Source: an optimization exercise on an open RTL-to-GDS flow (aim: small area and a short achievable clock period). Production flows keep margins and buffers that such runs may drop. In this exercise RTL edits were held to simulation tests only and were not proved equivalent to the original. Power is estimated from default activity; no workload was simulated.

==> flow/design.v <==
module read_data_sink #(
    parameter int DATA_W     = 128,
    parameter int ID_W       = 4,
    parameter int BURST_LEN  = 100,
    parameter int NUM_BURSTS = 5,
    parameter int EXP_ID     = 0,
    parameter int FIFO_DEPTH = 16
) (
    input  logic                            clk,
    input  logic                            sys_rst_n,
    input  logic                            init_done,
    input  logic [DATA_W-1:0]               AXI_RDATA,
    input  logic [ID_W-1:0]                 AXI_RID,
    input  logic                            AXI_RLAST,
    input  logic [1:0]                      AXI_RRESP,
    input  logic                            AXI_RVALID,
    output logic                            AXI_RREADY,
    output logic [DATA_W-1:0]               m_data,
    output logic                            m_last,
    output logic                            m_valid,
    input  logic                            m_ready,
    output logic [$clog2(NUM_BURSTS+1)-1:0] burst_cnt,
    output logic [$clog2(BURST_LEN)-1:0]    beat_cnt,
    output logic                            err_last,
    output logic                            err_resp,
    output logic                            err_id,
    output logic                            rd_done
);
    localparam int BURST_W = $clog2(NUM_BURSTS+1);
    localparam int BEAT_W  = $clog2(BURST_LEN);
    localparam int PTR_W   = $clog2(FIFO_DEPTH);
    localparam int CNT_W   = PTR_W + 1;
    localparam logic [1:0] IDLE_ST  = 2'b00;
    localparam logic [1:0] RUN_ST   = 2'b01;
    localparam logic [1:0] DRAIN_ST = 2'b10;
    localparam logic [1:0] DONE_ST  = 2'b11;
    localparam logic [BEAT_W-1:0]  BEAT_LAST   = BEAT_W'(BURST_LEN - 1);
    localparam logic [BURST_W-1:0] BURST_FINAL = BURST_W'(NUM_BURSTS - 1);
    localparam logic [BURST_W-1:0] BURST_MAX   = BURST_W'(NUM_BURSTS);
    localparam logic [CNT_W-1:0]   CNT_FULL    = CNT_W'(FIFO_DEPTH);
    localparam logic [ID_W-1:0]    EXP_ID_V    = ID_W'(EXP_ID);
    localparam logic [1:0]         RESP_OKAY   = 2'b00;
    logic [1:0]         state_r;
    logic [1:0]         state_nxt_s;
    logic [PTR_W-1:0]   wr_ptr_r;
    logic [PTR_W-1:0]   rd_ptr_r;
    logic [CNT_W-1:0]   cnt_r;
    logic [DATA_W:0]    mem_r [FIFO_DEPTH];
    logic [DATA_W:0]    head_s;
    logic [BEAT_W-1:0]  beat_cnt_r;
    logic [BURST_W-1:0] burst_cnt_r;
    logic               err_last_r;
    logic               err_resp_r;
    logic               err_id_r;
    logic               rd_done_r;
    logic srst_s;
    logic full_s;
    logic empty_s;
    logic rready_s;
    logic acc_s;
    logic pop_s;
    logic last_flag_s;
    logic final_beat_s;
    assign srst_s       = !init_done;
    assign full_s       = (cnt_r == CNT_FULL);
    assign empty_s      = (cnt_r == {CNT_W{1'b0}});
    assign rready_s     = (state_r == RUN_ST) && !full_s;
    assign acc_s        = AXI_RVALID && rready_s;
    assign pop_s        = !empty_s && m_ready;
    assign last_flag_s  = (beat_cnt_r == BEAT_LAST);
    assign final_beat_s = acc_s && last_flag_s && (burst_cnt_r == BURST_FINAL);
    assign head_s       = mem_r[rd_ptr_r];
    always_comb begin
        state_nxt_s = state_r;
        if (srst_s) begin
            state_nxt_s = IDLE_ST;
        end else begin
            case (state_r)
                IDLE_ST:  state_nxt_s = RUN_ST;
                RUN_ST:   state_nxt_s = final_beat_s ? DRAIN_ST : RUN_ST;
                DRAIN_ST: state_nxt_s = empty_s ? DONE_ST : DRAIN_ST;
                DONE_ST:  state_nxt_s = DONE_ST;
                default:  state_nxt_s = IDLE_ST;
            endcase
        end
    end
    always_ff @(posedge clk or negedge sys_rst_n) begin
        if (!sys_rst_n) begin
            state_r   <= IDLE_ST;
            rd_done_r <= 1'b0;
        end else begin
            state_r   <= state_nxt_s;
            rd_done_r <= (state_nxt_s == DONE_ST);
        end
    end
    always_ff @(posedge clk or negedge sys_rst_n) begin
        if (!sys_rst_n) begin
            wr_ptr_r <= {PTR_W{1'b0}};
            rd_ptr_r <= {PTR_W{1'b0}};
            cnt_r    <= {CNT_W{1'b0}};
        end else if (srst_s) begin
            wr_ptr_r <= {PTR_W{1'b0}};
            rd_ptr_r <= {PTR_W{1'b0}};
            cnt_r    <= {CNT_W{1'b0}};
        end else begin
            if (acc_s) begin
                wr_ptr_r <= wr_ptr_r + PTR_W'(1);
            end
            if (pop_s) begin
                rd_ptr_r <= rd_ptr_r + PTR_W'(1);
            end
            case ({acc_s, pop_s})
                2'b10:   cnt_r <= cnt_r + CNT_W'(1);
                2'b01:   cnt_r <= cnt_r - CNT_W'(1);
                default: cnt_r <= cnt_r;
            endcase
        end
    end
    always_ff @(posedge clk) begin
        if (acc_s) begin
            mem_r[wr_ptr_r] <= {AXI_RDATA, last_flag_s};
        end
    end
    always_ff @(posedge clk or negedge sys_rst_n) begin
        if (!sys_rst_n) begin
            beat_cnt_r  <= {BEAT_W{1'b0}};
            burst_cnt_r <= {BURST_W{1'b0}};
        end else if (srst_s) begin
            beat_cnt_r  <= {BEAT_W{1'b0}};
            burst_cnt_r <= {BURST_W{1'b0}};
        end else if (acc_s) begin
            if (last_flag_s) begin
                beat_cnt_r <= {BEAT_W{1'b0}};
                if (burst_cnt_r < BURST_MAX) begin
                    burst_cnt_r <= burst_cnt_r + BURST_W'(1);
                end
            end else begin
                beat_cnt_r <= beat_cnt_r + BEAT_W'(1);
            end
        end
    end
    always_ff @(posedge clk or negedge sys_rst_n) begin
        if (!sys_rst_n) begin
            err_last_r <= 1'b0;
            err_resp_r <= 1'b0;
            err_id_r   <= 1'b0;
        end else if (srst_s) begin
            err_last_r <= 1'b0;
            err_resp_r <= 1'b0;
            err_id_r   <= 1'b0;
        end else if (acc_s) begin
            if (AXI_RLAST != last_flag_s) begin
                err_last_r <= 1'b1;
            end
            if (AXI_RRESP != RESP_OKAY) begin
                err_resp_r <= 1'b1;
            end
            if (AXI_RID != EXP_ID_V) begin
                err_id_r <= 1'b1;
            end
        end
    end
    assign AXI_RREADY = rready_s;
    assign m_valid    = !empty_s;
    assign m_data     = empty_s ? {DATA_W{1'b0}} : head_s[DATA_W:1];
    assign m_last     = empty_s ? 1'b0 : head_s[0];
    assign burst_cnt  = burst_cnt_r;
    assign beat_cnt   = beat_cnt_r;
    assign err_last   = err_last_r;
    assign err_resp   = err_resp_r;
    assign err_id     = err_id_r;
    assign rd_done    = rd_done_r;
endmodule
==> flow/run.sh <==
#!/bin/bash
# synth_recipe.tcl (not shown) runs the flow's synth.tcl, then flattens the netlist and writes it again
# the make line also repeats each setting of config.mk as NAME=value (left out here)
make -C /OpenROAD-flow-scripts/flow DESIGN_CONFIG=/design/flow/config.mk WORK_HOME=/design/flow/orfs CLKGATE_MAP_FILE= SYNTH_SCRIPT=/design/flow/synth_recipe.tcl finish
==> flow/config.mk <==
export PLATFORM = sky130hd
export DESIGN_NAME = read_data_sink
export DESIGN_NICKNAME = read_data_sink
export VERILOG_FILES = /design/flow/design.v
export SDC_FILE = /design/flow/constraint.sdc
export NUM_CORES = 4
export LEC_CHECK = 0
export CAP_MARGIN = 20
export CORE_MARGIN = 2
export CORE_UTILIZATION = 40
export SLEW_MARGIN = 20
==> flow/constraint.sdc <==
create_clock -name core_clock -period 4.5 [get_ports {clk}]
set_input_delay 0.9000 -clock core_clock [delete_from_list [all_inputs] [get_ports {clk}]]
set_output_delay 0.9000 -clock core_clock [all_outputs]
set_load 0.01 [all_outputs]
==> impl_metrics.py <==
metrics = {
    "run_status": {
        "status": "complete, no violations",
    },
    "timing": {
        "period_share": 0.980,
        "rsz0062_at_grt": "yes",
        "relSlewSlack": 0.495,
        "fin_skew_ns": 0.0467,
        "fmax_mhz": 227,
        "setup_violations": 0,
        "worstMarginPinSlew_ns": 0.756,
        "min_period_ns": 4.41,
        "hold_viol": 0,
        "slew_viol_final": 0,
    },
    "cts": {
        "cts_made_buffers": 210,
        "cts_tree": "yes",
        "root_buffer": "clkbuf_16",
        "clock_latency_ns": 0.86,
        "numClockSinks": 2093,
        "clk_path_buf_depth": 3,
        "ctsHtreeMaxLevel": 4,
        "clk_pin_slew_ns": 0.06,
        "hold_buffers": 0,
    },
    "route": {
        "drtIter0Drc": 3159,
        "vias_per_cell": 5.47,
        "via_count": 36614,
        "drt_first_pass_iters": 5,
        "drtAntennaViolNets": 0,
        "wl_mm": 186,
        "drc": 0,
        "routedWlPerCell_um": 27.8,
    },
    "synthesis": {
        "syn_area_per_cell_sq_um": 23.8,
        "synth.distinct_cells": 58,
        "syn-cell-area_sq_mm": 0.0798,
        "syn_nets": 3501,
        "synth-edff-count": 2064,
        "synth_mux_area_frac": 0.179,
        "synth_ff_type": "edfxtp_1",
        "synthSimpleGateAreaFrac": 0.00632,
        "yosysWarnings": 1,
        "synth_compound_area_frac": 0.0150,
        "synth_fa_ha_area_frac": 0.00157,
        "synth-xor-area-share": 0.000878,
        "synth_top_family_by_area": "multiplexers",
        "synthArstFlopShare": 0.0139,
        "yosysSeqAreaShare": 0.786,
        "synth_seq_cells": 2093,
        "syn_inst": 3351,
    },
    "setup_path": {
        "reg2reg_slack_ns": 1.52,
        "crit_top_cell": "buf_12",
        "crit_type": "flop to output pin",
        "path_max_fanout": 35,
        "reg2reg_from": "cnt_r[3]$_DFFE_PN0P_",
        "r2r-end": "cnt_r[4]$_DFFE_PN0P_",
        "max_stage_delay_ns": 0.54,
        "reg2regPathDepth": 10,
        "critPathLaunchType": "flop",
        "required_ns": 3.60,
        "cpMaxStageDelayCell": "mux4_2",
        "crit_arrival_ns": 3.51,
        "cp_cell_sequence": "buf_12, buf_12, mux4_2, mux2i_1, o22ai_1, clkdlybuf4s50_1",
        "end_kind": "output pin",
    },
    "grt": {
        "grt_max_degree": 78,
        "track_usage": 0.183,
        "grt_pass1_vias": 38723,
        "grt_first_pass_wirelength_mm": 272,
        "antenna_found_initial": 25,
        "gr-total-overflow": 0,
    },
    "final_layout": {
        "syn2layout_area_growth_pct": 19.1,
        "drive_gt1_frac": 0.267,
        "design_area_sq_mm": 0.0950,
        "nets": 4007,
        "final_cells": 6688,
    },
    "placement": {
        "dp.final_hpwl_mm": 106,
        "gp_congestion": 0.725,
        "placed_cell_area_sq_mm": 0.0875,
        "dp_cells": 6266,
        "portBuffers": 284,
    },
    "floorplanning": {
        "coreArea_sq_mm": 0.198,
        "rows": 163,
        "die_y_um": 451,
        "io_pins": 285,
        "start_util": 0.403,
        "dieArea_sq_mm": 0.203,
        "die_w_um": 451,
    },
    "power": {
        "leakage_nw": 28.8,
        "peakVddDrop_uv": 383,
        "power.density_mw_per_mm2": 521,
    },
    "worst_hold_path": {
        "holdCritPathClass": "input port to async pin",
    },
    "run": {
        "cap_violations": 0,
    },
}
## layer usage
layer / share of wire / vias up / global-route usage
met3: 0.043 / 294 / 0.0311
met5: 0.00039 / - / 0
met4: 0.032 / 14 / 0.0663
met2: 0.51 / 917 / 0.305
li1: - / 15476 / -
met1: 0.42 / 19913 / 0.243
## cell families after synthesis
family                   Yosys count
AND/OR/NAND/NOR                   86
AO/OA/AOI/OAI                    178
buffers and inverters            196
XOR/XNOR                           8
adder cells (fa/ha/maj)           10
flip-flops                      2093
multiplexers                     780
## state kept, by name, summed over array words and instances, names as in the netlist
name,flops
mem_r,2064
beat_cnt_r,7
cnt_r,5
rd_ptr_r,4
wr_ptr_r,4
burst_cnt_r,3
state_r,2
err_id_r,1
err_last_r,1
err_resp_r,1
rd_done_r,1
## cells in the final DEF (no fill, tap or decap), drive strengths merged, types with 13 or more instances in the layout
cell type	count
edfxtp	2064
mux4	516
clkdlybuf4s50	275
mux2i	264
clkbuf	258
buf	195
o22ai	129
clkinv	85
dfrtp	29
bufinv	28
inv	20
nor2	18
and2	13
## per-stage QoR
step	util	TNS, ns	hold WS [ns]	total power, mW	worst slack, ns
after detailed placement	0.443	0	0.492	32.2	0.473
after global placement	0.443	0	0.483	32.1	0.486
after CTS	0.479	-0.00184	0.375	50.1	-0.00184
after floorplan	-	0	0.475	27.8	0.642
final	0.480	0	0.439	49.5	0.0897
after global routing	0.480	-0.000909	0.443	51.4	-0.000909
## how the worst max path moves through the flow
stage	slack (ns)	cells after the start	endpoint	startpoint
finish	0.09	6	m_data[41]	rd_ptr_r[0]$_DFFE_PN0P_
global route	-0.0009	8	m_data[86]	rd_ptr_r[0]$_DFFE_PN0P_
CTS	-0.002	8	m_data[86]	rd_ptr_r[0]$_DFFE_PN0P_
detailed placement	0.47	5	m_data[115]	rd_ptr_r[0]$_DFFE_PN0P_
global placement	0.49	5	m_data[115]	rd_ptr_r[0]$_DFFE_PN0P_
floorplan	0.64	6	mem_r[10][0]$_DFFE_PP_	AXI_RVALID
## critical path, delay by kind of cell (launching register included)
kind | cells | cell delay [ns]
buf+inv | 3 | 1.01
compound gates | 1 | 0.17
mux | 2 | 1.05
flops | 1 | 0.43
## power breakdown
part / internal (mW) / switching (mW)
sequential: 21.7 / 0.0811
combinational: 5.08 / 4.98
clock: 10.3 / 7.47
## layout make-up
class / count / area [sq um]
well taps: 2640 / 3300
diodes: 11 / 27.5
fillers: 15939 / 103000
multi-input cells: 1062 / 16300
clock buffers: 257 / 5430
flip-flops and latches: 2093 / 62700
clock inverters: 135 / 1610
inverters: 10 / 37.5
repair buffers: 480 / 5580
## synthesized netlist by cell type, drive strengths merged (4+ instances only)
cell type / number / share of area
and2: 13 / 0.0010
clkbuf: 77 / 0.0036
o21ai: 8 / 0.00064
buf: 109 / 0.0072
ha: 10 / 0.0016
xor2: 5 / 0.00055
a211oi: 4 / 0.00038
and4: 4 / 0.00044
nor3: 6 / 0.00038
edfxtp: 2064 / 0.78
and3: 5 / 0.00039
nand2: 12 / 0.00056
mux4: 516 / 0.15
mux2i: 264 / 0.033
nand3: 4 / 0.00025
a21oi: 12 / 0.00075
inv: 9 / 0.00042
or3: 4 / 0.00031
o21a: 5 / 0.00047
o22ai: 129 / 0.010
nor2: 18 / 0.00085
dfrtp: 29 / 0.0091
## what timing repair did
action,4_1_cts,5_1_grt
endpoints found under the setup margin,128,40
cloned,0,1
buffers inserted,13,5
hold endpoints to repair,0,0
gates resized for setup,22,27
pin swaps,2,1

re-timing with driven ports:
No port has a modelled driver above. Below, the same layout with a new extraction and two added sets of constraints. Step 1 assumes that a clkbuf_16 drives the clock port and a buf_2 every other input. Step 2 adds t to the input delays and takes it off the output delays; t is the mean of the earliest and latest rising clock arrival at the registers after step 1. Input paths then give back, and output paths get back, about the clock's delay inside the block. Three values: ideal ports, drivers, drivers and shift; two values: the first two.
t, ns: 0.916
setup slack, ns: 0.090 / 0.007 / 0.639
slew at the worst register clock pin (ns): 0.07 / 0.07
worst data-port slew with drivers (ns): 0.23
After both steps this run still meets setup and hold. For this run, drivers alone change the setup slack by -0.083 ns; drivers and shift together by +0.549 ns.
